Optimization exercise on an open flow, not production practice.
RTL: at most simulated, not proved equivalent.
Power: default activity.

==> design/flow/design.v <==
module banco_registradores_multiporta #(
    parameter int DATA_W   = 32,
    parameter int NUM_REGS = 32,
    parameter int ADDR_W   = 5,
    parameter int NUM_READ = 2,
    parameter int ZERO_REG = 1,
    parameter int BYPASS   = 1
) (
    input  logic                       clk,
    input  logic                       reset,
    input  logic                       clear,
    input  logic                       we0,
    input  logic [ADDR_W-1:0]          waddr0,
    input  logic [DATA_W-1:0]          wdata0,
    input  logic                       we1,
    input  logic [ADDR_W-1:0]          waddr1,
    input  logic [DATA_W-1:0]          wdata1,
    input  logic [NUM_READ*ADDR_W-1:0] raddr,
    output logic [NUM_READ*DATA_W-1:0] rdata,
    output logic                       busy
);
    typedef enum logic {CLEAR, READY} state_t;
    localparam logic [ADDR_W:0]   NUM_REGS_EXT = (ADDR_W+1)'(NUM_REGS);
    localparam logic [ADDR_W-1:0] LAST_IDX     = ADDR_W'(NUM_REGS - 1);
    state_t            state;
    state_t            stateNext;
    logic [ADDR_W-1:0] clrIdx;
    logic [ADDR_W-1:0] clrIdxNext;
    logic              wr0Ok;
    logic              wr1Ok;
    logic [NUM_READ*DATA_W-1:0] rdataComb;
    logic [DATA_W-1:0] regs [2**ADDR_W];
    assign wr0Ok = we0 && ({1'b0, waddr0} < NUM_REGS_EXT) && !((ZERO_REG != 0) && (waddr0 == '0));
    assign wr1Ok = we1 && ({1'b0, waddr1} < NUM_REGS_EXT) && !((ZERO_REG != 0) && (waddr1 == '0));
    always_ff @(posedge clk) begin
        if (reset) begin
            state  <= CLEAR;
            clrIdx <= '0;
        end else begin
            state  <= stateNext;
            clrIdx <= clrIdxNext;
        end
    end
    always_comb begin
        stateNext  = state;
        clrIdxNext = clrIdx;
        case (state)
            CLEAR: begin
                clrIdxNext = clrIdx + 1'b1;
                if (clrIdx == LAST_IDX) begin
                    stateNext = READY;
                end
            end
            READY: begin
                if (clear) begin
                    stateNext  = CLEAR;
                    clrIdxNext = '0;
                end
            end
            default: begin
                stateNext  = CLEAR;
                clrIdxNext = '0;
            end
        endcase
    end
    always_ff @(posedge clk) begin
        if (!reset) begin
            if (state == CLEAR) begin
                regs[clrIdx] <= '0;
            end else if (state == READY) begin
                if (wr0Ok) regs[waddr0] <= wdata0;
                if (wr1Ok) regs[waddr1] <= wdata1;
            end
        end
    end
    genvar k;
    generate
        for (k = 0; k < NUM_READ; k++) begin : g_rd
            logic [ADDR_W-1:0] ra;
            logic              raOk;
            logic [DATA_W-1:0] word;
            assign ra   = raddr[k*ADDR_W +: ADDR_W];
            assign raOk = ({1'b0, ra} < NUM_REGS_EXT) && !((ZERO_REG != 0) && (ra == '0));
            always_comb begin
                word = '0;
                if ((state == READY) && raOk) begin
                    word = regs[ra];
                    if (BYPASS != 0) begin
                        if (wr1Ok && (waddr1 == ra)) begin
                            word = wdata1;
                        end else if (wr0Ok && (waddr0 == ra)) begin
                            word = wdata0;
                        end
                    end
                end
            end
            assign rdataComb[k*DATA_W +: DATA_W] = word;
        end
    endgenerate
    assign rdata = rdataComb;
    assign busy  = (state == CLEAR);
endmodule
==> design/flow/run.sh <==
#!/bin/bash
# synth_recipe.tcl (not shown) runs the flow's synth.tcl, then flattens the netlist and writes it again
# the make line also repeats each setting of config.mk as NAME=value (left out here)
make -C /OpenROAD-flow-scripts/flow DESIGN_CONFIG=/design/flow/config.mk WORK_HOME=/design/flow/orfs CLKGATE_MAP_FILE= SYNTH_SCRIPT=/design/flow/synth_recipe.tcl finish
==> design/flow/config.mk <==
export PLATFORM = sky130hd
export DESIGN_NAME = banco_registradores_multiporta
export DESIGN_NICKNAME = banco_registradores_multiporta
export VERILOG_FILES = /design/flow/design.v
export SDC_FILE = /design/flow/constraint.sdc
export NUM_CORES = 4
export LEC_CHECK = 0
export CAP_MARGIN = 20
export CORE_MARGIN = 2
export CORE_UTILIZATION = 30
export SLEW_MARGIN = 20
==> design/flow/constraint.sdc <==
create_clock -name core_clock -period 10.0 [get_ports {clk}]
set_input_delay 2.0000 -clock core_clock [delete_from_list [all_inputs] [get_ports {clk}]]
set_output_delay 2.0000 -clock core_clock [all_outputs]
set_load 0.01 [all_outputs]
==> results.json, run 1 <==
{
  "synth-async-reset-ratio_pct": 0,
  "final_nets": 5537,
  "synth_edf_count": 1024,
  "post-route-period-util_pct": 81.04,
  "hold_viol": 0,
  "finalSetupTns_ns": 0,
  "drc": 0,
  "timing.max_cap.violations": 0,
  "start_util_pct": 30.09,
  "synth_flop_cell": "edfxtp_1",
  "routed.top_layer": "met5",
  "drive_gt1_share_pct": 10.00,
  "cts_num_sinks": 1030,
  "crit_required_ns": 8.00,
  "design_area_sq_mm": 0.06765,
  "grt_pass1_vias": 46240,
  "fp.dieH_um": 450.8,
  "grt_usage_pct": 22.75,
  "maxSlewHeadroom_pct": 13.28,
  "rows": 164,
  "via_per_inst": 5.927,
  "post_cts_buffers": 0,
  "ctsHtreeMaxLevel": 3,
  "postRouteAntennaNets": 0,
  "seqPwrFrac_pct": 49.3,
  "vdd_drop_max_mv": 0.1395,
  "io_pins": 154,
  "p_comb_share_pct": 7.8,
  "dp_hpwl_um": 135800,
  "clkPwrFrac_pct": 43.0,
  "yosysTopAreaCellShare_pct": 51.34,
  "die-area_sq_mm": 0.2032,
  "intPower_w": 0.007202,
  "syn_inst": 5707,
  "fill_cells": 19620,
  "syn_area_sq_mm": 0.05990,
  "instances_no_fill": 8202,
  "yosysSeqAreaShare_pct": 51.54,
  "period_minus_slack_ns": 8.104,
  "setup_slack_ns": 1.896,
  "status": "no timing/DRC/antenna violations",
  "hold_path.class": "reg2reg",
  "drt_wl_total_um": 239300,
  "cts_root_buf": "clkbuf_16",
  "setup_viol_count_final": 0,
  "grt_start_max_net_pins": 96,
  "synth_nets": 5798,
  "synthMostInstantiatedCell": "o21ai_0",
  "switching_share_pct": 24.72,
  "cp_max_fo": 19,
  "ys_top_cells_by_area": "edfxtp_1 51%, mux2i_1 13%, o21ai_0 9.4%",
  "utilization_pct": 33.99,
  "cts_tree": "done",
  "areaGrowthSynthToFinish_pct": 12.94,
  "routed-wl-met2_um": 109500,
  "fp.dieW_um": 450.8,
  "p_per_area_mw_per_mm2": 141.4,
  "fmax_ghz": 0.1234,
  "met3_length_um": 28490,
  "dr.pass1.iters": 6,
  "ys_warn_count": 1,
  "post_cts_resized": 0,
  "numCtsBuffers": 110,
  "cellLeakagePower_nw": 23.61,
  "grt_pass1_wl_um": 336200,
  "synthTopCellsByCount": "1120 x o21ai_0, 1053 x nand2_1, 1024 x edfxtp_1, 752 x mux2i_1, 555 x clkbuf_1",
  "ys_types": 49,
  "clk_latency_ns": 0.77,
  "place_area_sq_mm": 0.06411,
  "synth_area_leader_cell": "edfxtp_1",
  "tightestPinTransition_ns": 1.298,
  "synth-seq-cells": 1030,
  "pre_cts_ws_ns": 2.027,
  "vias": 48610,
  "crit_path_start_kind": "primary input",
  "rsz0062_at_grt": "false",
  "antenna_found_initial": 8,
  "crit_type": "in2out",
  "routabilityCongestion": 0.8535,
  "dp_cells": 7988,
  "worstPathArrival_ns": 6.10,
  "cts_buffer_depth": 3,
  "drt_iter0_markers": 7255,
  "clk_pin_slew_ns": 0.06,
  "hold_buffers": 0,
  "syn-mean-instance-area_sq_um": 10.50,
  "p_switching_w": 0.002365,
  "grt_overflow": 0,
  "io_buffers": 153,
  "slew_viol_final": 0,
  "coreArea_sq_mm": 0.1990,
  "finClkSkew_ns": 0.03999,
  "met1Wirelength_um": 86870,
  "worstSetupEndpointType": "output port",
  "wl_per_cell_um": 29.17
}
==> metal layers <==
| metal | up-vias | track usage, % |
|---|---|---|
| li1 | 20820 | - |
| met1 | 23600 | 28.35 |
| met2 | 3391 | 36.16 |
| met3 | 793 | 5.833 |
| met4 | 2 | 12.05 |
| met5 | - | 0 |
==> power groups by stage <==
stage | Clock, W | Sequential, W | Combinational [W]
floorplan | 0 | 0.00480 | 0.000430
global placement | 0 | 0.00480 | 0.000718
detailed placement | 0 | 0.00480 | 0.000723
CTS | 0.00412 | 0.00471 | 0.000724
global route | 0.00428 | 0.00471 | 0.000758
finish | 0.00411 | 0.00471 | 0.000744
==> state kept, by name, summed over array words and instances, names as in the netlist <==
name / cells
regs: 1024
state: 1
clrIdx: 5
==> worst max-delay path, cell delays in order <==
cell             delay [ns]
clkdlybuf4s50_1        1.02
nand3_2                1.04
buf_4                  0.60
o22ai_1                0.21
nor2_1                 0.07
nand4_1                0.25
a32o_1                 0.27
clkdlybuf4s50_1        0.56
==> metrics by stage <==
stage | hold slack (ns) | total power (W)
after floorplan | 0.5567 | 0.005232
after global placement | 0.5918 | 0.005520
after detailed placement | 0.6184 | 0.005527
after CTS | 0.6300 | 0.009555
after global routing | 0.6749 | 0.009747
final | 0.6293 | 0.009568
==> worst paths after layout <==
check,cells after the start,start,endpoint,slack [ns]
setup / recovery,8,raddr[9],rdata[35],1.90
hold / removal,3,clrIdx[3],clrIdx[3],0.63
setup reg to reg,6,state,regs[0][13],5.35
hold reg to reg,3,clrIdx[3],clrIdx[3],0.63
==> cell type report <==
cell class | instances | area, sq um | area share [%]
inverter | 37 | 138.9 | 0.2053
sequential | 1030 | 30870 | 45.63
multi-input combinational | 3949 | 26880 | 39.73
antenna | 7 | 17.52 | 0.02589
clock buffer | 137 | 2854 | 4.219
timing repair buffer | 318 | 2938 | 4.343
clock inverter | 68 | 628.1 | 0.9285
tap | 2656 | 3323 | 4.912
==> logic make-up after synthesis <==
group	after synthesis	share of synthesized area (%)
adder cells (fa/ha/maj)	2	0.04177
flip-flops	1030	51.54
buffers and inverters	728	4.809
XOR/XNOR	20	0.2924
AO/OA/AOI/OAI	1611	15.46
AND/OR/NAND/NOR	1421	9.974
multiplexers	895	17.89
==> placed cells by master (no fill, tap or decap), types with 70 or more instances in the layout <==
master	n
o21ai_0	1120
buf_4	154
nand2b_1	70
clkdlybuf4s50_1	145
mux4_2	138
mux2i_1	752
o22ai_1	254
a221oi_1	124
clkbuf_16	110
nand2_1	1052
nor2_1	79
nand4_1	70
edfxtp_1	1024
==> run 2, diff against run 1 <==
==> design/flow/design.v (replaced) <==
module rf_wr_next (
    input  logic        s0,
    input  logic        s1,
    input  logic        h,
    input  logic [31:0] d0,
    input  logic [31:0] d1,
    input  logic [31:0] v,
    output logic [31:0] nqNext
);
    assign nqNext = ~(({32{s0}} & d0) | ({32{s1}} & d1) | ({32{h}} & v));
endmodule
module rf_rd_aoi (
    input  logic [2:0]  s,
    input  logic [31:0] d0,
    input  logic [31:0] d1,
    input  logic [31:0] d2,
    output logic [31:0] n
);
    assign n = ~(({32{s[0]}} & d0) | ({32{s[1]}} & d1) | ({32{s[2]}} & d2));
endmodule
module banco_registradores_multiporta (
    input  logic        clk,
    input  logic        reset,
    input  logic        clear,
    input  logic        we0,
    input  logic [4:0]  waddr0,
    input  logic [31:0] wdata0,
    input  logic        we1,
    input  logic [4:0]  waddr1,
    input  logic [31:0] wdata1,
    input  logic [9:0]  raddr,
    output logic [63:0] rdata,
    output logic        busy
);
    logic       clearing;
    logic [4:0] clrCnt;
    always_ff @(posedge clk) begin
        if (reset) begin
            clearing <= 1'b1;
            clrCnt   <= 5'd0;
        end else if (clearing) begin
            clrCnt <= clrCnt + 5'd1;
            if (clrCnt == 5'd31) clearing <= 1'b0;
        end else if (clear) begin
            clearing <= 1'b1;
            clrCnt   <= 5'd0;
        end
    end
    assign busy = clearing;
    logic wr0Ok, wr1Ok;
    assign wr0Ok = we0 && (waddr0 != 5'd0) && !clearing;
    assign wr1Ok = we1 && (waddr1 != 5'd0) && !clearing;
    logic [31:1] sel0, sel1, hold;
    logic [31:0] nq     [1:31];
    logic [31:0] nqNext [1:31];
    logic [31:0] val    [0:32];
    assign val[31] = wdata0;
    assign val[32] = wdata1;
    genvar i;
    generate
        for (i = 1; i < 32; i++) begin : g_reg
            assign sel1[i] = wr1Ok && (waddr1 == 5'(i));
            assign sel0[i] = wr0Ok && (waddr0 == 5'(i)) && !sel1[i];
            assign hold[i] = !clearing && !sel0[i] && !sel1[i];
            rf_wr_next u_next (
                .s0(sel0[i]), .s1(sel1[i]), .h(hold[i]),
                .d0(wdata0), .d1(wdata1), .v(val[i-1]), .nqNext(nqNext[i]));
            always_ff @(posedge clk) nq[i] <= nqNext[i];
            assign val[i-1] = ~nq[i];
        end
    endgenerate
    genvar k, g;
    generate
        for (k = 0; k < 2; k++) begin : g_rd
            logic [4:0]  ra;
            logic        raOk, byp1, byp0, bypAny;
            logic [32:0] rsel;
            logic [31:0] grp [0:10];
            assign ra     = raddr[k*5 +: 5];
            assign raOk   = (ra != 5'd0) && !clearing;
            assign byp1   = wr1Ok && (waddr1 == ra);
            assign byp0   = wr0Ok && (waddr0 == ra) && !byp1;
            assign bypAny = byp1 || byp0;
            for (g = 0; g < 31; g++) begin : g_sel
                assign rsel[g] = raOk && !bypAny && (ra == 5'(g + 1));
            end
            assign rsel[31] = byp0;
            assign rsel[32] = byp1;
            for (g = 0; g < 11; g++) begin : g_grp
                rf_rd_aoi u_aoi (
                    .s(rsel[3*g +: 3]), .d0(val[3*g]), .d1(val[3*g+1]), .d2(val[3*g+2]),
                    .n(grp[g]));
            end
            assign rdata[k*32 +: 32] = ~(grp[0] & grp[1] & grp[2] & grp[3] & grp[4] & grp[5] &
                                         grp[6] & grp[7] & grp[8] & grp[9] & grp[10]);
        end
    endgenerate
endmodule
--- a/design/flow/config.mk
+++ b/design/flow/config.mk
@@ -6,6 +6,9 @@
 export NUM_CORES = 4
 export LEC_CHECK = 0
+export ABC_AREA = 1
 export CAP_MARGIN = 20
 export CORE_MARGIN = 2
 export CORE_UTILIZATION = 30
 export SLEW_MARGIN = 20
+export SYNTH_HIERARCHICAL = 1
+export SYNTH_MINIMUM_KEEP_SIZE = 0
==> run 2 against run 1 <==
  * Still clean on timing, DRC and antenna
  * Fmax fell by 11%
  * Via count rose by 59%
  * Register-to-register slack improved by 0.21 ns
  * Core utilization fell by 0.77 points
  * Combinational power fell by 57%
  * Sequential power fell by 15%
  * Die area rose by 18%
  * Critical path type unchanged
==> results.json, run 2 <==
{
  "vdd_drop_max_mv": 0.1428,
  "mostFrequentLayoutCell": "nand2_1",
  "worstSetupEndpointType": "output port",
  "grt_pass1_wl_um": 484200,
  "grt_pass1_vias": 67670,
  "grt_usage_pct": 27.48,
  "timing.max_cap.violations": 0,
  "ys_types": 26,
  "post-route-period-util_pct": 90.71,
  "fp.dieH_um": 489.9,
  "grt_overflow": 0,
  "start_util_pct": 30.15,
  "yosysSeqAreaShare_pct": 28.21,
  "crit_required_ns": 8.00,
  "slew_viol_final": 0,
  "fill_cells": 26470,
  "clk_pin_slew_ns": 0.06,
  "synth-seq-cells": 998,
  "status": "no timing/DRC/antenna violations",
  "synthMostInstantiatedCell": "nand2_1",
  "clk_latency_ns": 0.81,
  "intPower_w": 0.006645,
  "post_cts_buffers": 0,
  "via_per_inst": 4.638,
  "hold_buffers": 0,
  "hold_ws_ns": 0.4605,
  "fp.dieW_um": 489.9,
  "crit_type": "in2out",
  "finClkSkew_ns": 0.03028,
  "grt_start_max_net_pins": 35,
  "mostFrequentLayoutCells": "6861 x nand2_1, 2732 x inv_1, 1804 x nor2_1",
  "synth_edf_count": 0,
  "period_minus_slack_ns": 9.071,
  "fmax_ghz": 0.1102,
  "synthTopCellsByCount": "6861 x nand2_1, 2734 x inv_1, 1908 x nor2_1, 998 x dfxtp_1, 483 x buf_6",
  "dp_hpwl_um": 219100,
  "drt_iter0_markers": 11450,
  "cts_buffer_depth": 3,
  "maxSlewHeadroom_pct": 16.04,
  "top_register": "nq",
  "place_area_sq_mm": 0.07396,
  "crit_path_start_kind": "primary input",
  "synth-async-reset-ratio_pct": 0,
  "tightestPinTransition_ns": 1.256,
  "areaGrowthSynthToFinish_pct": 10.19,
  "coreArea_sq_mm": 0.2350,
  "vias": 77340,
  "wl_per_cell_um": 20.62,
  "rows": 178,
  "hold_path.class": "reg2reg",
  "dr.pass1.iters": 7,
  "postRouteAntennaNets": 0,
  "cp_max_fo": 27,
  "cts_root_buf": "clkbuf_16",
  "hold_viol": 0,
  "cts_tree": "done",
  "synth_nets": 13460,
  "drc": 0,
  "finalSetupTns_ns": 0,
  "p_switching_w": 0.002237,
  "cellLeakagePower_nw": 57.09,
  "largest_register_ff_count": 992,
  "routabilityCongestion": 1.037,
  "syn_inst": 13370,
  "drt_wl_total_um": 343800,
  "synth_area_leader_cell": "nand2_1",
  "switching_share_pct": 25.19,
  "rsz0062_at_grt": "false",
  "numCtsBuffers": 120,
  "setup_viol_count_final": 0,
  "synth_flop_cell": "dfxtp_1",
  "io_buffers": 153,
  "clkPwrFrac_pct": 51.6,
  "utilization_pct": 33.22,
  "reg_top3": "nq (992), clrCnt (5), clearing (1)",
  "p_per_area_mw_per_mm2": 113.8,
  "seqPwrFrac_pct": 44.8,
  "ys_top_cells_by_area": "nand2_1 36%, dfxtp_1 28%, inv_1 14%",
  "drive_gt1_share_pct": 4.656,
  "die-area_sq_mm": 0.2400,
  "final_nets": 13510,
  "design_area_sq_mm": 0.07805,
  "antenna_found_initial": 19,
  "post_cts_resized": 0,
  "ys_warn_count": 14,
  "worstPathArrival_ns": 7.07,
  "p_total_w": 0.008882,
  "p_comb_share_pct": 3.6,
  "yosysTopAreaCellShare_pct": 36.36,
  "cts_num_sinks": 998,
  "syn-mean-instance-area_sq_um": 5.298,
  "syn_area_sq_mm": 0.07084,
  "ctsHtreeMaxLevel": 3,
  "io_pins": 154
}
==> run 2: final timing paths <==
kind	endpoint	depth (start not counted)	slack [ns]	start
min reg2reg	clrCnt[3]	1	0.46	clrCnt[3]
min	clrCnt[3]	1	0.46	clrCnt[3]
max	rdata[55]	16	0.93	raddr[5]
max reg2reg	nq[26][7]	10	5.56	clearing
==> run 2: layout make-up <==
type,instances,area [sq um],area share [%]
well taps,3150,3941,5.050
diodes,16,40.04,0.05130
clock buffers,185,3557,4.557
flip-flops and latches,998,19980,25.60
clock inverters,30,417.9,0.5354
inverters,2737,10270,13.16
repair buffers,427,3716,4.761
multi-input cells,9131,36130,46.28
==> run 2: metrics by stage <==
stage	cells	setup WS [ns]
2_1_floorplan	13370	4.318
4_1_cts	16660	1.222
3_3_place_gp	16440	1.200
6_report	16670	0.9286
5_1_grt	16660	0.8759
3_5_place_dp	16440	1.246
==> run 2: logic make-up (layout without fill, tap and decap cells) <==
group / Yosys count / count (layout) / share of synthesized area, %
compound gates: 28 / 28 / 0.2031
fa+ha+maj: 2 / 2 / 0.03532
other cells: 0 / 16 / 0
flops: 998 / 998 / 28.21
buf+inv: 3241 / 3379 / 22.32
xor+xnor: 8 / 8 / 0.09892
simple gates: 9093 / 9093 / 49.14
==> run 2: Yosys stat by module (local to each module, per instance) <==
module                          cells  cell area, sq um  flops+latches
banco_registradores_multiporta   2717             27270            998
rf_rd_aoi                         201             822.0              0
rf_wr_next                        201             822.0              0
==> run 2: power groups by stage <==
stage / Sequential [W] / Clock (W) / Combinational (W)
after floorplan: 0.00407 / 0 / 0.0000326
after global placement: 0.00407 / 0 / 0.000312
after detailed placement: 0.00407 / 0 / 0.000310
after CTS: 0.00398 / 0.00461 / 0.000311
after global routing: 0.00398 / 0.00475 / 0.000327
final: 0.00398 / 0.00458 / 0.000321
==> run 2: worst max-delay path: stages <==
cell,delay (ns)
clkdlybuf4s50_1,0.78
nor2_1,0.67
nand3_1,0.18
nand2_1,0.09
inv_1,0.07
nand3_4,0.45
buf_4,0.49
nor2_4,0.12
buf_4,0.28
nand2_1,0.14
inv_1,0.04
nor2_1,0.10
nand4_1,0.23
nor2_1,0.33
nand4_1,0.35
clkdlybuf4s50_1,0.59
==> run 2: metal layers <==
metal | routed length [um] | global-route usage, %
met1 | 134800 | 35.16
met2 | 140700 | 40.80
met3 | 43480 | 7.367
met4 | 24780 | 17.16
met5 | 57 | 0
==> run 3, diff against run 2 <==
--- a/design/flow/design.v
+++ b/design/flow/design.v
@@ -1,21 +1,19 @@
-module rf_wr_next (
-    input  logic        s0,
-    input  logic        s1,
-    input  logic        h,
-    input  logic [31:0] d0,
-    input  logic [31:0] d1,
-    input  logic [31:0] v,
-    output logic [31:0] nqNext
+module rf_wr_bit (
+    input  logic s0,
+    input  logic s1,
+    input  logic h,
+    input  logic d0,
+    input  logic d1,
+    input  logic v,
+    output logic nqNext
 );
-    assign nqNext = ~(({32{s0}} & d0) | ({32{s1}} & d1) | ({32{h}} & v));
+    assign nqNext = ~((s0 & d0) | (s1 & d1) | (h & v));
 endmodule
 module rf_rd_aoi (
-    input  logic [2:0]  s,
-    input  logic [31:0] d0,
-    input  logic [31:0] d1,
-    input  logic [31:0] d2,
-    output logic [31:0] n
+    input  logic [2:0] s,
+    input  logic [2:0] d,
+    output logic       n
 );
-    assign n = ~(({32{s[0]}} & d0) | ({32{s[1]}} & d1) | ({32{s[2]}} & d2));
+    assign n = ~((s[0] & d[0]) | (s[1] & d[1]) | (s[2] & d[2]));
 endmodule
 module banco_registradores_multiporta (
@@ -57,5 +55,5 @@
     assign val[31] = wdata0;
     assign val[32] = wdata1;
-    genvar i;
+    genvar i, b;
     generate
         for (i = 1; i < 32; i++) begin : g_reg
@@ -63,7 +61,9 @@
             assign sel0[i] = wr0Ok && (waddr0 == 5'(i)) && !sel1[i];
             assign hold[i] = !clearing && !sel0[i] && !sel1[i];
-            rf_wr_next u_next (
-                .s0(sel0[i]), .s1(sel1[i]), .h(hold[i]),
-                .d0(wdata0), .d1(wdata1), .v(val[i-1]), .nqNext(nqNext[i]));
+            for (b = 0; b < 32; b++) begin : g_bit
+                rf_wr_bit u_next (
+                    .s0(sel0[i]), .s1(sel1[i]), .h(hold[i]),
+                    .d0(wdata0[b]), .d1(wdata1[b]), .v(val[i-1][b]), .nqNext(nqNext[i][b]));
+            end
             always_ff @(posedge clk) nq[i] <= nqNext[i];
             assign val[i-1] = ~nq[i];
@@ -88,7 +88,9 @@
             assign rsel[32] = byp1;
             for (g = 0; g < 11; g++) begin : g_grp
-                rf_rd_aoi u_aoi (
-                    .s(rsel[3*g +: 3]), .d0(val[3*g]), .d1(val[3*g+1]), .d2(val[3*g+2]),
-                    .n(grp[g]));
+                for (b = 0; b < 32; b++) begin : g_bit
+                    rf_rd_aoi u_aoi (
+                        .s(rsel[3*g +: 3]), .d({val[3*g+2][b], val[3*g+1][b], val[3*g][b]}),
+                        .n(grp[g][b]));
+                end
             end
             assign rdata[k*32 +: 32] = ~(grp[0] & grp[1] & grp[2] & grp[3] & grp[4] & grp[5] &
--- a/design/flow/config.mk
+++ b/design/flow/config.mk
@@ -6,6 +6,7 @@
 export NUM_CORES = 4
 export LEC_CHECK = 0
-export ABC_AREA = 1
 export CAP_MARGIN = 20
+export CELL_PAD_IN_SITES_DETAIL_PLACEMENT = 1
+export CELL_PAD_IN_SITES_GLOBAL_PLACEMENT = 1
 export CORE_MARGIN = 2
 export CORE_UTILIZATION = 30
==> run 3 against run 2 <==
  * Still clean on timing, DRC and antenna
  * Sequential cell count unchanged
  * Design area is 29% lower
  * Via count fell by 32%
  * Clock power is 7.6% lower
  * Fmax decreased by 3.4%
  * Combinational power barely moved
  * Non-clock buffer count increased by 4
  * Wire length down 18%
  * Total power shrank 4.0%
  * Critical path depth fell by 4
  * Core utilization increased by 4.1 points
  * Highest routed layer unchanged
==> results.json, run 3 <==
{
  "status": "no timing/DRC/antenna violations",
  "p_per_area_mw_per_mm2": 154.5,
  "via_per_inst": 7.633,
  "grt_overflow": 0,
  "slew_viol_final": 0,
  "tightestPinTransition_ns": 1.260,
  "fmax_ghz": 0.1065,
  "hold_viol": 0,
  "synth-async-reset-ratio_pct": 0,
  "start_util_pct": 30.21,
  "synth_flop_cell": "dfxtp_1",
  "routabilityCongestion": 0.9616,
  "rsz0062_at_grt": "false",
  "io_pins": 154,
  "hold_path.class": "reg2reg",
  "die-area_sq_mm": 0.1520,
  "grt_start_max_net_pins": 40,
  "hold_buffers": 0,
  "synth_area_leader_cell": "dfxtp_1",
  "io_buffers": 153,
  "crit_path_start_kind": "primary input",
  "hold_ws_ns": 0.5068,
  "cp_max_fo": 24,
  "dr.pass1.iters": 19,
  "post-route-period-util_pct": 93.90,
  "wl_per_cell_um": 40.73,
  "numCtsBuffers": 113,
  "vdd_drop_max_mv": 0.1413,
  "period_minus_slack_ns": 9.390,
  "mostFrequentLayoutCells": "1696 x a222oi_1, 997 x dfxtp_1, 994 x inv_1",
  "timing.max_cap.violations": 0,
  "cts_num_sinks": 998,
  "synthTopCellsByCount": "1696 x a222oi_1, 998 x dfxtp_1, 994 x inv_1, 195 x nand4_1, 119 x nor2_1",
  "finalSetupTns_ns": 0,
  "seqPwrFrac_pct": 46.6,
  "syn_inst": 4370,
  "switching_share_pct": 24.75,
  "fp.dieW_um": 389.8,
  "cellLeakagePower_nw": 25.24,
  "syn_area_sq_mm": 0.04466,
  "mostFrequentLayoutCell": "a222oi_1",
  "final_nets": 4955,
  "synthMostInstantiatedCell": "a222oi_1",
  "worstPathArrival_ns": 7.39,
  "grt_pass1_wl_um": 385600,
  "dp_hpwl_um": 173000,
  "drc": 0,
  "finClkSkew_ns": 0.07675,
  "cts_buffer_depth": 3,
  "yosysTopAreaCellShare_pct": 44.74,
  "largest_register_ff_count": 992,
  "top_register": "nq",
  "crit_required_ns": 8.00,
  "p_switching_w": 0.002110,
  "drt_iter0_markers": 15910,
  "clkPwrFrac_pct": 49.6,
  "ctsHtreeMaxLevel": 3,
  "post_cts_buffers": 0,
  "antenna_found_initial": 13,
  "syn-mean-instance-area_sq_um": 10.22,
  "clk_latency_ns": 0.80,
  "clk_pin_slew_ns": 0.06,
  "grt_pass1_vias": 49920,
  "synth_nets": 4461,
  "cts_root_buf": "clkbuf_16",
  "post_cts_resized": 0,
  "reg_top3": "nq (992), clrCnt (5), clearing (1)",
  "intPower_w": 0.006416,
  "fill_cells": 16510,
  "fp.dieH_um": 389.8,
  "ys_types": 41,
  "setup_viol_count_final": 0,
  "maxSlewHeadroom_pct": 15.53,
  "coreArea_sq_mm": 0.1478,
  "crit_type": "in2out",
  "rows": 141,
  "grt_usage_pct": 34.99,
  "ys_warn_count": 14,
  "drive_gt1_share_pct": 12.77,
  "drt_wl_total_um": 280600,
  "ys_top_cells_by_area": "dfxtp_1 45%, a222oi_1 38%, inv_1 8.4%",
  "p_comb_share_pct": 3.8,
  "postRouteAntennaNets": 0,
  "synth_edf_count": 0,
  "areaGrowthSynthToFinish_pct": 23.57,
  "vias": 52590,
  "cts_tree": "done",
  "synth-seq-cells": 998,
  "worstSetupEndpointType": "output port",
  "yosysSeqAreaShare_pct": 44.74
}
==> run 3: per-layer routing <==
metal	GRT usage (%)	vias up	routed length [um]
li1	-	20640	-
met3	10.98	979	40960
met1	43.98	26330	101500
met4	24.96	10	23050
met2	50.47	4624	115000
met5	0	-	77
==> run 3: stage by stage <==
step           total power, W  util (%)  worst slack [ns]  instances  instance area, sq um
3_5_place_dp         0.004375     34.82             1.004       6679                 51470
4_1_cts              0.008539     37.31            0.9851       6881                 55170
6_report             0.008526     37.33            0.6103       6889                 55190
5_1_grt              0.008714     37.32            0.6193       6884                 55170
2_1_floorplan        0.004109         -             2.450       4370                 44660
3_3_place_gp         0.004374     34.72             1.056       6673                 51330
==> run 3: logic make-up (layout without fill, tap and decap cells) <==
family | after synthesis | in the layout | synth area share [%]
multiplexers | 1 | 1 | 0.02241
XOR/XNOR | 21 | 21 | 0.4119
flip-flops | 998 | 998 | 44.74
buffers and inverters | 1046 | 1627 | 8.979
AND/OR/NAND/NOR | 592 | 592 | 7.565
AO/OA/AOI/OAI | 1710 | 1710 | 38.23
other | 0 | 8 | 0
adder cells (fa/ha/maj) | 2 | 2 | 0.05602
==> run 3: worst max-delay path, cell delays in order <==
cell,delay [ns]
clkdlybuf4s50_1,0.59
nand2b_1,0.36
a31o_2,0.40
nor3_4,0.78
buf_4,0.57
nor3_4,0.22
buf_4,0.34
a222oi_1,0.51
nand4_1,0.18
nor2_1,0.54
nand4_1,0.30
clkdlybuf4s50_1,0.56
==> run 3: path summary, 6_finish.rpt <==
path	from	to	slack, ns	cells past startpoint
setup / recovery	we1	rdata[27]	0.61	12
hold / removal	nq[8][8]	nq[8][8]	0.51	2
setup reg to reg	clearing	nq[30][28]	5.59	8
hold reg to reg	nq[8][8]	nq[8][8]	0.51	2
==> run 3: Yosys stat by module (local to each module, per instance) <==
| module | cell area [sq um] | cells | flip-flops and latches |
|---|---|---|---|
| banco_registradores_multiporta | 27680 | 2674 | 998 |
| rf_rd_aoi | 10.01 | 1 | 0 |
| rf_wr_bit | 10.01 | 1 | 0 |
==> run 3: power groups by stage <==
stage | combinational (W) | clock [W] | sequential, W
final | 0.000323 | 0.00423 | 0.00398
after global placement | 0.000309 | 0 | 0.00406
after floorplan | 0.0000441 | 0 | 0.00407
after detailed placement | 0.000310 | 0 | 0.00407
after global routing | 0.000323 | 0.00442 | 0.00398
after CTS | 0.000310 | 0.00425 | 0.00398
==> run 3: cell type report <==
| class | instances | area [sq um] | area share, % |
|---|---|---|---|
| multi-input cells | 2326 | 21700 | 39.32 |
| flip-flops and latches | 998 | 19980 | 36.21 |
| well taps | 1930 | 2415 | 4.376 |
| diodes | 8 | 20.02 | 0.03628 |
| inverters | 994 | 3731 | 6.761 |
| clock buffers | 167 | 3281 | 5.945 |
| clock inverters | 35 | 412.9 | 0.7482 |
| repair buffers | 431 | 3646 | 6.607 |
==> run 4, diff against run 3 <==
==> design/flow/flow/run.sh (new file) <==
#!/bin/bash
set -euo pipefail
bash standard.sh \
  "BUFFER_PORTS_ARGS=-buffer_cell sky130_fd_sc_hd__buf_1" \
  "CTS_ARGS=-sink_clustering_enable -repair_clock_nets -dont_use_dummy_load -buf_list sky130_fd_sc_hd__clkbuf_8 -sink_clustering_size 12 -sink_clustering_max_diameter 100" \
  finish > standard_sh.log 2>&1
==> design/flow/standard.sh (new file) <==
#!/bin/bash
# synth_recipe.tcl (not shown) runs the flow's synth.tcl, then flattens the netlist and writes it again
# the make line also repeats each setting of config.mk as NAME=value (left out here)
make -C /OpenROAD-flow-scripts/flow DESIGN_CONFIG=/design/flow/config.mk WORK_HOME=/design/flow/orfs CLKGATE_MAP_FILE= SYNTH_SCRIPT=/design/flow/synth_recipe.tcl "${@:-finish}"
--- a/design/flow/config.mk
+++ b/design/flow/config.mk
@@ -7,8 +7,8 @@
 export LEC_CHECK = 0
 export CAP_MARGIN = 20
-export CELL_PAD_IN_SITES_DETAIL_PLACEMENT = 1
-export CELL_PAD_IN_SITES_GLOBAL_PLACEMENT = 1
+export CELL_PAD_IN_SITES_DETAIL_PLACEMENT = 2
+export CELL_PAD_IN_SITES_GLOBAL_PLACEMENT = 2
 export CORE_MARGIN = 2
-export CORE_UTILIZATION = 30
+export CORE_UTILIZATION = 45
 export SLEW_MARGIN = 20
 export SYNTH_HIERARCHICAL = 1
removed: design/flow/run.sh
==> run 4 against run 3 <==
  * Still clean
  * Global-route usage increased by 19 points
  * Total power down 23%
  * Register-to-register slack hardly changed
  * Clock power is 45% lower
  * Non-clock buffer count shrank 65
==> results.json, run 4 <==
{
  "status": "no timing/DRC/antenna violations",
  "post_cts_resized": 0,
  "grt_pass1_vias": 55650,
  "worstPathArrival_ns": 6.74,
  "drc": 0,
  "ys_top_cells_by_area": "dfxtp_1 45%, a222oi_1 38%, inv_1 8.4%",
  "syn-mean-instance-area_sq_um": 10.22,
  "numCtsBuffers": 93,
  "synth-adder-area-share_pct": 0.05603,
  "io_buffers": 153,
  "setup_viol_count_final": 0,
  "critPathSlowestCell": "nor4_4",
  "crit_path_start_kind": "primary input",
  "clk_pin_slew_ns": 0.08,
  "yosysSeqAreaShare_pct": 44.74,
  "yosysTopAreaCellShare_pct": 44.74,
  "fp.dieH_um": 319.0,
  "coreArea_sq_mm": 0.09842,
  "r2r-end": "nq[29][10]",
  "cts_buffer_depth": 3,
  "dp_hpwl_um": 162700,
  "routabilityCongestion": 0.9672,
  "cp_max_fo": 32,
  "synth_compound_area_share_pct": 38.23,
  "fill_cells": 10260,
  "rsz0062_at_grt": "false",
  "grt_start_max_net_pins": 48,
  "cts_tree": "done",
  "rows": 115,
  "crit_cells": 12,
  "synthTopCellsByCount": "1696 x a222oi_1, 998 x dfxtp_1, 994 x inv_1, 195 x nand4_1, 119 x nor2_1",
  "cp_cell_sequence": "buf_1 > or4_4 > nor2_1 > nor4_4 > buf_4 > nor3_2 > buf_4 > a222oi_1 > nand4_1 > nor2_1 > nand4_1 > buf_1",
  "antenna_found_initial": 27,
  "synth_nets": 4461,
  "vias": 54590,
  "grt_usage_pct": 53.90,
  "post-route-period-util_pct": 87.40,
  "p_per_area_mw_per_mm2": 129.7,
  "synth-seq-cells": 998,
  "pre_cts_ws_ns": 1.554,
  "grt_overflow": 0,
  "hold_path.class": "reg2reg",
  "ff2ff_path_depth": 8,
  "fmax_ghz": 0.1144,
  "synth-xor-area-share_pct": 0.4118,
  "wl_per_cell_um": 47.00,
  "worstReg2RegStart": "clearing",
  "start_util_pct": 45.38,
  "via_per_inst": 8.976,
  "finalSetupTns_ns": 0,
  "slew_viol_final": 0,
  "hold_viol": 0,
  "synthMuxAreaShare_pct": 0.02241,
  "ctsHtreeMaxLevel": 3,
  "post_cts_buffers": 0,
  "cellLeakagePower_nw": 23.53,
  "mostFrequentLayoutCells": "1696 x a222oi_1, 997 x dfxtp_1, 994 x inv_1",
  "timing.max_cap.violations": 0,
  "cts_root_buf": "clkbuf_8",
  "synth_area_leader_cell": "dfxtp_1",
  "grt_pass1_wl_um": 400800,
  "multi_input_area_sq_mm": 0.02165,
  "crit_required_ns": 8.00,
  "synth_top_family_by_area": "compound AO/OA/AOI/OAI gates",
  "finClkSkew_ns": 0.07692,
  "worstSetupEndpointType": "output port",
  "largest_register_ff_count": 992,
  "ys_types": 41,
  "tightestPinTransition_ns": 1.212,
  "io_pins": 154,
  "drt_iter0_markers": 17740,
  "syn_inst": 4370,
  "ys_warn_count": 14,
  "vdd_drop_max_mv": 0.1388,
  "dr.pass1.iters": 20,
  "synth-async-reset-ratio_pct": 0,
  "synth_edf_count": 0,
  "final_nets": 4870,
  "die-area_sq_mm": 0.1018,
  "synth_flop_cell": "dfxtp_1",
  "synthMostInstantiatedCell": "a222oi_1",
  "crit_type": "in2out",
  "rrSetupSlack_ns": 5.60,
  "reg_top3": "nq (992), clrCnt (5), clearing (1)",
  "syn_area_sq_mm": 0.04466,
  "register_area_sq_mm": 0.01998,
  "hold_buffers": 0,
  "drt_wl_total_um": 285900,
  "maxSlewHeadroom_pct": 19.02,
  "setup_slack_ns": 1.260,
  "fp.dieW_um": 319.0,
  "path_buf_inv": 4,
  "postRouteAntennaNets": 0,
  "cp-startpoint": "waddr0[3]",
  "cp-endpoint": "rdata[49]",
  "critPathMaxStageDelay_ns": 0.94,
  "top_register": "nq",
  "period_minus_slack_ns": 8.740,
  "mostFrequentLayoutCell": "a222oi_1",
  "areaGrowthSynthToFinish_pct": 13.29,
  "cts_num_sinks": 998,
  "cp_top_family": "simple AND/OR/NAND/NOR gates",
  "synthSimpleGateAreaFrac_pct": 7.565,
  "clk_latency_ns": 0.82,
  "drive_gt1_share_pct": 11.24
}
-- run 4: through the flow --
step	hold slack, ns	cell area, sq um	total power [W]	cells	utilization, %
after floorplan	0.4599	44660	0.004109	4370	-
after global placement	0.4857	49190	0.004321	5967	49.98
after detailed placement	0.4980	49230	0.004327	5970	50.03
after CTS	0.5098	50510	0.006508	6063	51.33
after global routing	0.5318	50580	0.006694	6077	51.40
final	0.5127	50600	0.006561	6082	51.41
-- run 4: Yosys stat by module (local to each module, per instance) --
module                          cells  copies in the design
rf_rd_aoi                           1                   704
rf_wr_bit                           1                   992
banco_registradores_multiporta   2674                     1
-- run 4: worst min path at each step --
stage	startpoint	to	slack (ns)	depth (start not counted)
final	nq[20][4]	nq[20][4]	0.51	2
after global routing	nq[10][27]	nq[10][27]	0.53	2
after CTS	nq[16][28]	nq[16][28]	0.51	2
after detailed placement	nq[10][24]	nq[10][24]	0.50	2
after global placement	nq[2][23]	nq[2][23]	0.49	2
after floorplan	clrCnt[2]	clrCnt[2]	0.46	2
-- run 4: power breakdown --
part           switching [W]  internal, W  leakage, nW
Clock                0.00148     0.000826        0.669
Sequential       0.000000833      0.00397         8.08
Combinational       0.000241    0.0000418         14.8
-- run 4: cell type report --
type / instances / area share (%)
Sequential cell: 998 / 39.50
Inverter: 994 / 7.374
Antenna cell: 18 / 0.08903
Multi-Input combinational cell: 2326 / 42.79
Clock buffer: 93 / 2.530
Tap cell: 1287 / 3.183
Timing Repair Buffer: 366 / 4.535
-- run 4: worst min-delay path: stages, from the launching register on --
cell	delay, ns
dfxtp_1	0.30
inv_1	0.08
a222oi_1	0.08
-- run 4: kinds of logic after synthesis --
kind of cell / Yosys count
and+or+nand+nor: 592
AOI/OAI and AO/OA: 1710
xor gates and xnor gates: 21
buffers and inverters: 1046
adders and majority gates: 2
muxes: 1
DFF: 998
-- run 4: routing by layer --
layer	part of all wire [%]	vias to the layer above	GRT usage, %
li1	-	20350	-
met1	32	27080	61.30
met2	40	5455	75.70
met3	18	1694	27.44
met4	9.1	20	42.10
met5	0.15	-	4.113
==> run 5, diff against run 4 <==
--- a/design/flow/design.v
+++ b/design/flow/design.v
@@ -9,4 +9,11 @@
 );
     assign nqNext = ~((s0 & d0) | (s1 & d1) | (h & v));
+endmodule
+module rf_sel (
+    input  logic a,
+    input  logic b,
+    output logic y
+);
+    assign y = a & b;
 endmodule
 module rf_rd_aoi (
@@ -46,7 +53,21 @@
     end
     assign busy = clearing;
-    logic wr0Ok, wr1Ok;
-    assign wr0Ok = we0 && (waddr0 != 5'd0) && !clearing;
-    assign wr1Ok = we1 && (waddr1 != 5'd0) && !clearing;
+    logic wr0Ok, wr1Ok, wr0Eff;
+    assign wr0Ok  = we0 && (waddr0 != 5'd0) && !clearing;
+    assign wr1Ok  = we1 && (waddr1 != 5'd0) && !clearing;
+    assign wr0Eff = wr0Ok && !(wr1Ok && (waddr0 == waddr1));
+    logic [7:0] w0Hi, w1Hi;
+    logic [3:0] w0Lo, w1Lo;
+    genvar p;
+    generate
+        for (p = 0; p < 8; p++) begin : g_whi
+            assign w0Hi[p] = wr0Eff && (waddr0[4:2] == 3'(p));
+            assign w1Hi[p] = wr1Ok && (waddr1[4:2] == 3'(p));
+        end
+        for (p = 0; p < 4; p++) begin : g_wlo
+            assign w0Lo[p] = (waddr0[1:0] == 2'(p));
+            assign w1Lo[p] = (waddr1[1:0] == 2'(p));
+        end
+    endgenerate
     logic [31:1] sel0, sel1, hold;
     logic [31:0] nq     [1:31];
@@ -58,7 +79,9 @@
     generate
         for (i = 1; i < 32; i++) begin : g_reg
-            assign sel1[i] = wr1Ok && (waddr1 == 5'(i));
-            assign sel0[i] = wr0Ok && (waddr0 == 5'(i)) && !sel1[i];
-            assign hold[i] = !clearing && !sel0[i] && !sel1[i];
+            logic idle;
+            rf_sel u_s1 (.a(w1Hi[i >> 2]), .b(w1Lo[i & 3]), .y(sel1[i]));
+            rf_sel u_s0 (.a(w0Hi[i >> 2]), .b(w0Lo[i & 3]), .y(sel0[i]));
+            assign idle = !(sel0[i] || sel1[i]);
+            rf_sel u_h (.a(!clearing), .b(idle), .y(hold[i]));
             for (b = 0; b < 32; b++) begin : g_bit
                 rf_wr_bit u_next (
@@ -78,10 +101,18 @@
             logic [31:0] grp [0:10];
             assign ra     = raddr[k*5 +: 5];
-            assign raOk   = (ra != 5'd0) && !clearing;
+            logic [7:0] rHi;
+            logic [3:0] rLo;
             assign byp1   = wr1Ok && (waddr1 == ra);
-            assign byp0   = wr0Ok && (waddr0 == ra) && !byp1;
+            assign byp0   = wr0Eff && (waddr0 == ra);
             assign bypAny = byp1 || byp0;
+            assign raOk   = !clearing && !bypAny;
+            for (g = 0; g < 8; g++) begin : g_rhi
+                assign rHi[g] = raOk && (ra[4:2] == 3'(g));
+            end
+            for (g = 0; g < 4; g++) begin : g_rlo
+                assign rLo[g] = (ra[1:0] == 2'(g));
+            end
             for (g = 0; g < 31; g++) begin : g_sel
-                assign rsel[g] = raOk && !bypAny && (ra == 5'(g + 1));
+                rf_sel u_sel (.a(rHi[(g + 1) >> 2]), .b(rLo[(g + 1) & 3]), .y(rsel[g]));
             end
             assign rsel[31] = byp0;
--- a/design/flow/config.mk
+++ b/design/flow/config.mk
@@ -7,6 +7,6 @@
 export LEC_CHECK = 0
 export CAP_MARGIN = 20
-export CELL_PAD_IN_SITES_DETAIL_PLACEMENT = 2
-export CELL_PAD_IN_SITES_GLOBAL_PLACEMENT = 2
+export CELL_PAD_IN_SITES_DETAIL_PLACEMENT = 1
+export CELL_PAD_IN_SITES_GLOBAL_PLACEMENT = 1
 export CORE_MARGIN = 2
 export CORE_UTILIZATION = 45
==> run 5 against run 4 <==
  * First-iteration DRC count increased by 7.0%
  * Combinational power is 3% lower
  * Area after synthesis is 0.71% lower
  * Fmax down 0.80%
  * Hold slack got worse by 0.00055 ns
  * Still clean
  * Sequential share of layout area rose by 1.1 points
  * Design area decreased by 2.7%
  * Critical path type unchanged
  * Sequential power hardly changed
  * Largest cell class unchanged
==> results.json, run 5 <==
{
  "status": "no timing/DRC/antenna violations",
  "io_buffers": 153,
  "worstPathArrival_ns": 6.81,
  "fmax_ghz": 0.1135,
  "vias": 52320,
  "place_area_sq_mm": 0.04793,
  "finalSetupTns_ns": 0,
  "hold_path_end": "nq[5][0]",
  "p_total_w": 0.006549,
  "mostFrequentLayoutCell": "a222oi_1",
  "cp_cell_sequence": "buf_1 > or4_4 > o21ai_2 > nor4_4 > buf_4 > a2111oi_1 > and2_2 > a222oi_1 > nand4_1 > nor2_1 > nand4_1 > buf_1",
  "ctsHtreeMaxLevel": 3,
  "grt_pass1_wl_um": 375300,
  "cts_tree": "done",
  "dp_hpwl_um": 157800,
  "register_area_sq_mm": 0.01998,
  "fill_cells": 10990,
  "ff2ff_path_depth": 9,
  "numCtsBuffers": 93,
  "yosysSeqAreaShare_pct": 45.06,
  "synth_flop_cell": "dfxtp_1",
  "multi_input_area_sq_mm": 0.02073,
  "hold_buffers": 0,
  "pre_cts_ws_ns": 1.530,
  "ys_warn_count": 14,
  "critPathMaxStageDelay_ns": 1.08,
  "rrSetupSlack_ns": 5.80,
  "mostFrequentLayoutCells": "1696 x a222oi_1, 998 x dfxtp_1, 994 x inv_1",
  "top_register": "nq",
  "die-area_sq_mm": 0.1011,
  "timing.max_cap.violations": 0,
  "vdd_drop_max_mv": 0.1094,
  "grt_usage_pct": 51.02,
  "period_minus_slack_ns": 8.811,
  "utilization_pct": 50.27,
  "reg_top3": "nq (992), clrCnt (5), clearing (1)",
  "synthMostInstantiatedCell": "a222oi_1",
  "post_cts_resized": 0,
  "r2r-end": "nq[14][4]",
  "synth_area_leader_cell": "dfxtp_1",
  "synth-async-reset-ratio_pct": 0,
  "p_per_area_mw_per_mm2": 133.0,
  "worstReg2RegStart": "clearing",
  "grt_start_max_net_pins": 41,
  "syn-mean-instance-area_sq_um": 10.34,
  "synthTopCellsByCount": "1696 x a222oi_1, 998 x dfxtp_1, 994 x inv_1, 194 x nand4_1, 160 x and2_1",
  "hold_depth": 2,
  "drt_iter0_markers": 18990,
  "rows": 115,
  "clk_pin_slew_ns": 0.08,
  "io_pins": 154,
  "fp.dieW_um": 317.9,
  "hold_viol": 0,
  "crit_type": "in2out",
  "clk_latency_ns": 0.84,
  "syn_inst": 4289,
  "setup_slack_ns": 1.189,
  "via_per_inst": 8.740,
  "wl_per_cell_um": 45.48,
  "synth_edf_count": 0,
  "coreArea_sq_mm": 0.09799,
  "grt_overflow": 0,
  "rsz0062_at_grt": "false",
  "final_nets": 4777,
  "largest_register_ff_count": 992,
  "setup_viol_count_final": 0,
  "cellLeakagePower_nw": 23.42,
  "cts_num_sinks": 998,
  "ys_types": 41,
  "ys_top_cells_by_area": "dfxtp_1 45%, a222oi_1 38%, inv_1 8.4%",
  "syn_area_sq_mm": 0.04434,
  "areaGrowthSynthToFinish_pct": 11.07,
  "cts_root_buf": "clkbuf_8",
  "routabilityCongestion": 1.002,
  "hold_path.class": "reg2reg",
  "post-route-period-util_pct": 88.11,
  "drive_gt1_share_pct": 10.18,
  "min_from": "nq[5][0]",
  "crit_required_ns": 8.00,
  "tightestPinTransition_ns": 1.350,
  "drt_wl_total_um": 272200,
  "yosysTopAreaCellShare_pct": 45.06,
  "synth-seq-cells": 998,
  "cp_max_fo": 40,
  "finClkSkew_ns": 0.05817,
  "grt_pass1_vias": 49100,
  "design_area_sq_mm": 0.04925,
  "worstSetupEndpointType": "output port",
  "critPathSlowestCell": "and2_2",
  "synth_nets": 4380,
  "start_util_pct": 45.25,
  "antenna_found_initial": 24,
  "post_cts_buffers": 0,
  "fp.dieH_um": 317.9,
  "crit_path_start_kind": "primary input",
  "slew_viol_final": 0,
  "drc": 0,
  "dr.pass1.iters": 19,
  "maxSlewHeadroom_pct": 9.970,
  "cts_buffer_depth": 3,
  "postRouteAntennaNets": 0
}
[run 5: report_power, final]
| part | internal, W | leakage [nW] | switching (W) | total, W |
|---|---|---|---|---|
| combinational | 0.0000459 | 14.7 | 0.000228 | 0.000274 |
| clock | 0.000826 | 0.669 | 0.00148 | 0.00230 |
| sequential | 0.00397 | 8.08 | 0.000000763 | 0.00397 |
| total | 0.00484 | 23.4 | 0.00171 | 0.00655 |
[run 5: metrics by stage]
| stage | hold WS [ns] | instances |
|---|---|---|
| after floorplan | 0.4599 | 4289 |
| after global placement | 0.4845 | 5876 |
| after detailed placement | 0.4961 | 5877 |
| after CTS | 0.5098 | 5970 |
| after global routing | 0.5242 | 5977 |
| final | 0.5121 | 5986 |
[run 5: worst max path at each step]
stage               from   endpoint  depth (start not counted)
5_1_grt        waddr1[2]  rdata[24]                         12
4_1_cts        waddr1[2]  rdata[17]                         13
2_1_floorplan   raddr[2]   rdata[0]                         10
3_5_place_dp   waddr1[2]  rdata[17]                         13
3_3_place_gp   waddr1[2]  rdata[17]                         13
6_report       waddr1[2]   rdata[6]                         12
[run 5: kinds of logic (layout without fill, tap and decap cells)]
group                      after synthesis  count (layout)  share of synthesized area, %
DFF                                    998             998                         45.06
muxes                                    1               1                       0.02257
buffers and inverters                 1009            1404                         8.676
adders and majority gates                2               2                       0.05642
other                                    0              15                             0
AOI/OAI and AO/OA                     1713            1713                         38.60
and+or+nand+nor                        540             540                         7.037
xor gates and xnor gates                26              26                        0.5474
[run 5: layout make-up]
type / instances / area share [%]
multi-input cells: 2282 / 42.08
inverters: 994 / 7.575
diodes: 15 / 0.07621
well taps: 1287 / 3.269
clock buffers: 93 / 2.599
flip-flops and latches: 998 / 40.56
repair buffers: 317 / 3.833
[run 5: layer usage]
layer  track usage, %  routed length (um)  up-vias
li1                 -                   -    20010
met1            61.98               90650    25600
met2            72.17              109300     5436
met3            22.44               50250     1257
met4            35.07               21910       16
met5          0.09456                 146        -
[run 5: per-module statistics from Yosys (local to each module, per instance)]
module	times used	cells	flip-flops and latches	cell area, sq um
banco_registradores_multiporta	1	2438	998	26400
rf_wr_bit	992	1	0	10.01
rf_sel	155	1	0	6.256
rf_rd_aoi	704	1	0	10.01
[run 5: critical path: cells and delay by family]
family | cells | cell delay, ns
AO/OA/AOI/OAI | 3 | 1.32
AND/OR/NAND/NOR | 6 | 2.64
buffers and inverters | 3 | 0.74
==> run 6, diff against run 5 <==
==> design/flow/flow/run.sh (replaced) <==
#!/bin/bash
set -euo pipefail
bash standard.sh \
  "BUFFER_PORTS_ARGS=-buffer_cell sky130_fd_sc_hd__buf_1" \
  "CTS_ARGS=-sink_clustering_enable -repair_clock_nets -dont_use_dummy_load -buf_list sky130_fd_sc_hd__clkbuf_4 -sink_clustering_size 8 -sink_clustering_max_diameter 60" \
  finish > standard_sh.log 2>&1
==> run 6 against run 5 <==
  * Sequential power about the same
  * Wire length is 0.37% higher
  * Sequential cell count stayed put
  * Global-route usage is 0.32 points higher
  * Hold slack got worse by 0.0017 ns
  * Setup slack worse by 0.19 ns
  * Cell count grew 0.85%
  * Via count rose by 0.65%
  * Combinational power about the same
  * Still clean
  * Largest cell class unchanged
==> results.json, run 6 <==
{
  "grt_usage_pct": 51.34,
  "postRouteAntennaNets": 0,
  "tightestPinTransition_ns": 1.372,
  "met3_length_um": 49320,
  "top_register": "nq",
  "mostFrequentLayoutCells": "1696 x a222oi_1, 998 x dfxtp_1, 994 x inv_1",
  "final_nets": 4829,
  "fill_cells": 11040,
  "synth_area_leader_cell": "dfxtp_1",
  "mostFrequentLayoutCell": "a222oi_1",
  "worstSetupEndpointType": "output port",
  "p_per_area_mw_per_mm2": 130.3,
  "instances_no_fill": 6037,
  "pre_cts_ws_ns": 1.530,
  "dp_hpwl_um": 157800,
  "cellLeakagePower_nw": 23.42,
  "ys_top_cells_by_area": "dfxtp_1 45%, a222oi_1 38%, inv_1 8.4%",
  "wl_per_cell_um": 45.26,
  "synth-seq-cells": 998,
  "synthTopCellsByCount": "1696 x a222oi_1, 998 x dfxtp_1, 994 x inv_1, 194 x nand4_1, 160 x and2_1",
  "maxSlewHeadroom_pct": 8.519,
  "grt_start_max_net_pins": 41,
  "synthMostInstantiatedCell": "a222oi_1",
  "fmax_ghz": 0.1111,
  "crit_required_ns": 8.00,
  "worstPathArrival_ns": 7.00,
  "routed-wl-met2_um": 109100,
  "grt_pass1_wl_um": 376800,
  "post_cts_buffers": 0,
  "grt_overflow": 0,
  "rows": 115,
  "dp_cells": 5877,
  "status": "no timing/DRC/antenna violations",
  "hold_ws_ns": 0.5104,
  "synth_flop_cell": "dfxtp_1",
  "io_buffers": 153,
  "grt_pass1_vias": 49560,
  "hold_viol": 0,
  "slew_viol_final": 0,
  "synth_edf_count": 0,
  "syn_inst": 4289,
  "cp_max_fo": 40,
  "synth-async-reset-ratio_pct": 0,
  "met1Wirelength_um": 92360,
  "areaGrowthSynthToFinish_pct": 10.66,
  "dr.pass1.iters": 20,
  "cts_root_buf": "clkbuf_4",
  "routabilityCongestion": 1.002,
  "ctsHtreeMaxLevel": 4,
  "synth_nets": 4380,
  "crit_path_start_kind": "primary input",
  "cts_buffer_depth": 3,
  "vdd_drop_max_mv": 0.1211,
  "vias": 52660,
  "drt_iter0_markers": 19590,
  "hold_path.class": "reg2reg",
  "cts_tree": "done",
  "via_per_inst": 8.722,
  "setup_slack_ns": 1.000,
  "numCtsBuffers": 144,
  "timing.max_cap.violations": 0,
  "post_cts_resized": 0,
  "finClkSkew_ns": 0.06475,
  "ys_types": 41,
  "coreArea_sq_mm": 0.09799,
  "drc": 0,
  "io_pins": 154,
  "crit_type": "in2out",
  "rsz0062_at_grt": "false",
  "yosysTopAreaCellShare_pct": 45.06,
  "die-area_sq_mm": 0.1011,
  "syn-mean-instance-area_sq_um": 10.34,
  "yosysSeqAreaShare_pct": 45.06,
  "hold_buffers": 0,
  "period_minus_slack_ns": 9.000,
  "fp.dieW_um": 317.9,
  "drt_wl_total_um": 273200,
  "routed.top_layer": "met5",
  "syn_area_sq_mm": 0.04434,
  "reg_top3": "nq (992), clrCnt (5), clearing (1)",
  "drive_gt1_share_pct": 11.17,
  "start_util_pct": 45.25,
  "post-route-period-util_pct": 90.00,
  "clk_pin_slew_ns": 0.09,
  "antenna_found_initial": 19,
  "ys_warn_count": 14,
  "finalSetupTns_ns": 0,
  "largest_register_ff_count": 992,
  "cts_num_sinks": 998,
  "clk_latency_ns": 1.12,
  "setup_viol_count_final": 0,
  "fp.dieH_um": 317.9
}
-- run 6: changes by cell type in the layout (fill, tap and decap cells not counted), sizes merged --
cell,delta
clkbuf,+51
diode,-1
buf,+1
-- run 6: logic make-up (layout without fill, tap and decap cells) --
| group | count (synthesis) | after routing | synth area share, % |
|---|---|---|---|
| simple gates | 540 | 540 | 7.037 |
| mux | 1 | 1 | 0.02257 |
| fa+ha+maj | 2 | 2 | 0.05642 |
| other cells | 0 | 14 | 0 |
| compound gates | 1713 | 1713 | 38.60 |
| xor+xnor | 26 | 26 | 0.5474 |
| flops | 998 | 998 | 45.06 |
| buf+inv | 1009 | 1456 | 8.676 |
-- run 6: power breakdown --
part / switching (W) / leakage, nW / internal (W)
logic: 0.000228 / 14.7 / 0.0000459
clock network: 0.00148 / 0.663 / 0.000661
registers: 0.000000770 / 8.08 / 0.00397
total: 0.00171 / 23.4 / 0.00468
-- run 6: modules after synthesis, one instance, submodules excluded --
| module | cells | area [sq um] |
|---|---|---|
| banco_registradores_multiporta | 2438 | 26400 |
| rf_wr_bit | 1 | 10.01 |
| rf_rd_aoi | 1 | 10.01 |
| rf_sel | 1 | 6.256 |
-- run 6: worst max-delay path: stages --
cell	delay [ns]
buf_1	0.45
or4_4	0.25
o21ai_2	0.10
nor4_4	0.28
buf_4	0.58
a2111oi_1	0.24
and2_2	0.67
a222oi_1	0.68
nand4_1	0.18
nor2_1	0.47
nand4_1	0.71
buf_1	0.31
-- run 6: final cells by class --
class	count	area [sq um]	share of cell area, %
well taps	1287	1610	3.281
repair buffers	318	1908	3.888
diodes	14	35.03	0.07139
flip-flops and latches	998	19980	40.71
multi-input cells	2282	20730	42.24
inverters	994	3731	7.603
clock buffers	144	1081	2.203
-- run 6: path summary, 6_finish.rpt --
| check | startpoint | endpoint | slack, ns | depth (start not counted) |
|---|---|---|---|---|
| setup / recovery | waddr1[2] | rdata[2] | 1.00 | 12 |
| hold / removal | nq[19][25] | nq[19][25] | 0.51 | 2 |
| setup reg to reg | clearing | nq[20][14] | 5.71 | 9 |
| hold reg to reg | nq[19][25] | nq[19][25] | 0.51 | 2 |
-- run 6: stage by stage --
stage / util [%] / total power, W / instance area (sq um)
6_report: 50.08 / 0.006392 / 49070
5_1_grt: 50.06 / 0.006531 / 49050
4_1_cts: 50.01 / 0.006363 / 49010
3_5_place_dp: 48.91 / 0.004318 / 47930
3_3_place_gp: 48.89 / 0.004317 / 47900
2_1_floorplan: - / 0.004103 / 44340
-- run 6: metal layers --
| layer | vias up | global-route usage [%] |
|---|---|---|
| met3 | 1342 | 23.09 |
| met1 | 25750 | 62.21 |
| li1 | 20150 | - |
| met4 | 18 | 35.40 |
| met2 | 5396 | 72.37 |
| met5 | - | 0.09456 |
==> run 7, diff against run 6 <==
==> design/flow/flow/run.sh (replaced) <==
#!/bin/bash
set -euo pipefail
KNOBS=(
  "BUFFER_PORTS_ARGS=-buffer_cell sky130_fd_sc_hd__buf_1"
  "CTS_ARGS=-sink_clustering_enable -repair_clock_nets -dont_use_dummy_load -buf_list sky130_fd_sc_hd__clkbuf_4 -sink_clustering_size 8 -sink_clustering_max_diameter 60"
)
RES="$PWD/orfs/results/${FLOW_PLATFORM:-sky130hd}/banco_registradores_multiporta/base"
bash standard.sh "${KNOBS[@]}" "$RES/3_3_place_gp.odb" > standard_sh_place.log 2>&1
IN_ODB="$RES/3_3_place_gp.odb" OUT_ODB="$RES/3_3_place_gp.odb" \
  openroad -no_init -exit flow/merge_buffers.tcl > merge_buffers.log 2>&1
bash standard.sh "${KNOBS[@]}" finish > standard_sh.log 2>&1
==> design/flow/flow/merge_buffers.tcl (new file) <==
# Merge each buf_4 that global placement's repair inserted into the cell that
# drives it: the buffer's loads move onto the driver's net and the driver (an
# and2 select gate or an input port buffer) becomes the drive-4 cell of the
# same function.  The resize step that follows (repair_design) checks and
# fixes slew and capacitance again.
read_db $::env(IN_ODB)
set b [ord::get_db_block]
set db [ord::get_db]
set n 0
foreach inst [$b getInsts] {
  if {[[$inst getMaster] getName] != "sky130_fd_sc_hd__buf_4"} continue
  set inNet [[$inst findITerm A] getNet]
  if {$inNet == "NULL"} continue
  set drv ""
  foreach it [$inNet getITerms] { if {[$it isOutputSignal]} { set drv $it } }
  if {$drv == ""} continue
  set dm [[[$drv getInst] getMaster] getName]
  if {[regexp {^sky130_fd_sc_hd__and2_[0-9]$} $dm]} {
    set nm sky130_fd_sc_hd__and2_4
  } elseif {[regexp {^sky130_fd_sc_hd__(buf_[12]|clkbuf_[12])$} $dm]} {
    set nm sky130_fd_sc_hd__buf_4
  } else { continue }
  set outNet [[$inst findITerm X] getNet]
  if {[llength [$outNet getBTerms]] != 0} continue
  foreach it [$outNet getITerms] {
    if {[$it getInst] == $inst} continue
    $it disconnect
    $it connect $inNet
  }
  odb::dbInst_destroy $inst
  odb::dbNet_destroy $outNet
  [$drv getInst] swapMaster [$db findMaster $nm]
  incr n
}
puts "merged $n buffers"
odb::write_db $db $::env(OUT_ODB)
==> run 7 against run 6 <==
  * Hold slack improved by 0.0042 ns
  * Critical path depth did not move
  * Combinational power fell by 3%
  * Clock power barely moved
  * First-iteration DRC count fell by 0.69%
  * Area after synthesis did not move
  * Setup slack improved by 0.13 ns
  * Sequential power barely moved
  * Wire length fell by 1.2%
  * Design area fell by 1.9%
  * Largest power group unchanged
==> results.json, run 7 <==
{
  "design_area_sq_mm": 0.04816,
  "dr.pass1.iters": 17,
  "grt_start_max_net_pins": 41,
  "hold_buffers": 0,
  "cts_buffer_depth": 3,
  "rrSetupSlack_ns": 5.69,
  "vias": 51960,
  "hold_viol": 0,
  "io_buffers": 153,
  "io_pins": 154,
  "finClkSkew_ns": 0.05110,
  "final_nets": 4670,
  "cp_top_family": "simple AND/OR/NAND/NOR gates",
  "synthMostInstantiatedCell": "a222oi_1",
  "numCtsBuffers": 144,
  "synth-xor-area-share_pct": 0.5474,
  "antenna_found_initial": 18,
  "rsz0062_at_grt": "false",
  "die-area_sq_mm": 0.1011,
  "finalSetupTns_ns": 0,
  "fill_cells": 11050,
  "post-route-period-util_pct": 88.72,
  "worstSetupEndpointType": "output port",
  "register_area_sq_mm": 0.01998,
  "rows": 115,
  "coreArea_sq_mm": 0.09799,
  "maxSlewHeadroom_pct": 10.08,
  "routabilityCongestion": 1.002,
  "grt_pass1_wl_um": 371300,
  "crit_path_start_kind": "primary input",
  "drt_wl_total_um": 269900,
  "reg_top3": "nq (992), clrCnt (5), clearing (1)",
  "cellLeakagePower_nw": 22.71,
  "crit_cells": 12,
  "vdd_drop_max_mv": 0.09869,
  "worstPathArrival_ns": 6.87,
  "synth_edf_count": 0,
  "wl_per_cell_um": 45.90,
  "syn_area_sq_mm": 0.04434,
  "postRouteAntennaNets": 0,
  "crit_type": "in2out",
  "ys_top_cells_by_area": "dfxtp_1 45%, a222oi_1 38%, inv_1 8.4%",
  "slew_viol_final": 0,
  "mostFrequentLayoutCells": "1696 x a222oi_1, 998 x dfxtp_1, 994 x inv_1",
  "synth_area_leader_cell": "dfxtp_1",
  "synth-seq-cells": 998,
  "cp_cell_sequence": "buf_1 > xnor2_1 > nand3_1 > nor4_4 > buf_4 > nor4_1 > and2_2 > a222oi_1 > nand4_1 > nor2_1 > nand4_1 > buf_1",
  "crit_required_ns": 8.00,
  "pre_cts_ws_ns": 1.663,
  "synthMuxAreaShare_pct": 0.02257,
  "cp-startpoint": "raddr[7]",
  "grt_usage_pct": 50.53,
  "synth-adder-area-share_pct": 0.05643,
  "cts_tree": "done",
  "clk_pin_slew_ns": 0.09,
  "cp_max_fo": 32,
  "drt_iter0_markers": 19460,
  "syn-mean-instance-area_sq_um": 10.34,
  "instances_no_fill": 5881,
  "post_cts_buffers": 0,
  "synth_top_family_by_area": "compound AO/OA/AOI/OAI gates",
  "top_register": "nq",
  "setup_slack_ns": 1.128,
  "p_total_w": 0.006385,
  "drc": 0,
  "yosysTopAreaCellShare_pct": 45.06,
  "period_minus_slack_ns": 8.872,
  "setup_viol_count_final": 0,
  "status": "no timing/DRC/antenna violations",
  "fmax_ghz": 0.1127,
  "ff2ff_path_depth": 8,
  "syn_inst": 4289,
  "r2r-end": "nq[14][2]",
  "ys_types": 41,
  "dp_hpwl_um": 151600,
  "timing.max_cap.violations": 0,
  "via_per_inst": 8.835,
  "synth_flop_cell": "dfxtp_1",
  "path_buf_inv": 3,
  "critPathSlowestCell": "a222oi_1",
  "synth_compound_area_share_pct": 38.61,
  "synth_nets": 4380,
  "worstReg2RegStart": "clearing",
  "start_util_pct": 45.25,
  "fp.dieH_um": 317.9,
  "critPathMaxStageDelay_ns": 1.25,
  "largest_register_ff_count": 992,
  "tightestPinTransition_ns": 1.349,
  "mostFrequentLayoutCell": "a222oi_1",
  "cts_num_sinks": 998,
  "hold_path.class": "reg2reg",
  "synth-async-reset-ratio_pct": 0,
  "synthTopCellsByCount": "1696 x a222oi_1, 998 x dfxtp_1, 994 x inv_1, 194 x nand4_1, 160 x and2_1",
  "yosysSeqAreaShare_pct": 45.06,
  "place_area_sq_mm": 0.04702,
  "post_cts_resized": 0,
  "ys_warn_count": 14,
  "multi_input_area_sq_mm": 0.02087,
  "drive_gt1_share_pct": 8.368,
  "grt_overflow": 0,
  "ctsHtreeMaxLevel": 4,
  "fp.dieW_um": 317.9,
  "areaGrowthSynthToFinish_pct": 8.600,
  "p_per_area_mw_per_mm2": 132.6,
  "cts_root_buf": "clkbuf_4",
  "clk_latency_ns": 1.18,
  "grt_pass1_vias": 48780,
  "synthSimpleGateAreaFrac_pct": 7.037,
  "dp_cells": 5719,
  "cp-endpoint": "rdata[36]"
}
==> run 7: modules after synthesis, one instance, submodules excluded <==
| module | flops+latches | cells | times used |
|---|---|---|---|
| rf_sel | 0 | 1 | 155 |
| rf_wr_bit | 0 | 1 | 992 |
| banco_registradores_multiporta | 998 | 2438 | 1 |
| rf_rd_aoi | 0 | 1 | 704 |
==> run 7: logic make-up after synthesis <==
group,after synthesis
adder cells (fa/ha/maj),2
AO/OA/AOI/OAI,1713
multiplexers,1
buffers and inverters,1009
flip-flops,998
XOR/XNOR,26
AND/OR/NAND/NOR,540
==> run 7: how the worst min path moves through the flow <==
| stage | startpoint | cells past startpoint | to | slack, ns |
|---|---|---|---|---|
| floorplan | clrCnt[2] | 2 | clrCnt[2] | 0.46 |
| global placement | nq[25][27] | 2 | nq[25][27] | 0.48 |
| detailed placement | nq[19][13] | 2 | nq[19][13] | 0.50 |
| CTS | nq[13][27] | 2 | nq[13][27] | 0.51 |
| global route | nq[29][26] | 2 | nq[29][26] | 0.53 |
| finish | nq[23][1] | 2 | nq[23][1] | 0.51 |
==> run 7: layer usage <==
layer  global-route usage [%]  vias to the layer above  routed length [um]
met3                    20.97                     1284               48480
met5                   0.5674                        -                 142
met2                    70.91                     5369              107600
met1                    62.38                    25460               91810
met4                    35.30                       16               21920
li1                         -                    19830                   -
==> run 7: where the power goes <==
part           leakage [nW]  total [W]  switching, W  internal, W
clock network         0.663    0.00215       0.00149     0.000662
logic                  14.0   0.000265      0.000226    0.0000390
registers              8.08    0.00397   0.000000786      0.00397
==> run 7: metrics by stage <==
| step | hold slack (ns) | util [%] |
|---|---|---|
| detailed placement | 0.4954 | 47.99 |
| CTS | 0.5091 | 49.09 |
| floorplan | 0.4599 | - |
| finish | 0.5145 | 49.15 |
| global placement | 0.4845 | 48.89 |
| global route | 0.5250 | 49.13 |
==> run 7: layout make-up <==
cell class | instances | area share, %
Timing Repair Buffer | 159 | 1.759
Multi-Input combinational cell | 2282 | 43.33
Clock buffer | 144 | 2.245
Sequential cell | 998 | 41.49
Inverter | 994 | 7.748
Antenna cell | 17 | 0.08834
Tap cell | 1287 | 3.344
==> run 7: tightest hold or removal path: cells and delay by family (launching register included) <==
kind            cells  cell delay (ns)
buf+inv             1             0.08
flops               1             0.31
compound gates      1             0.08
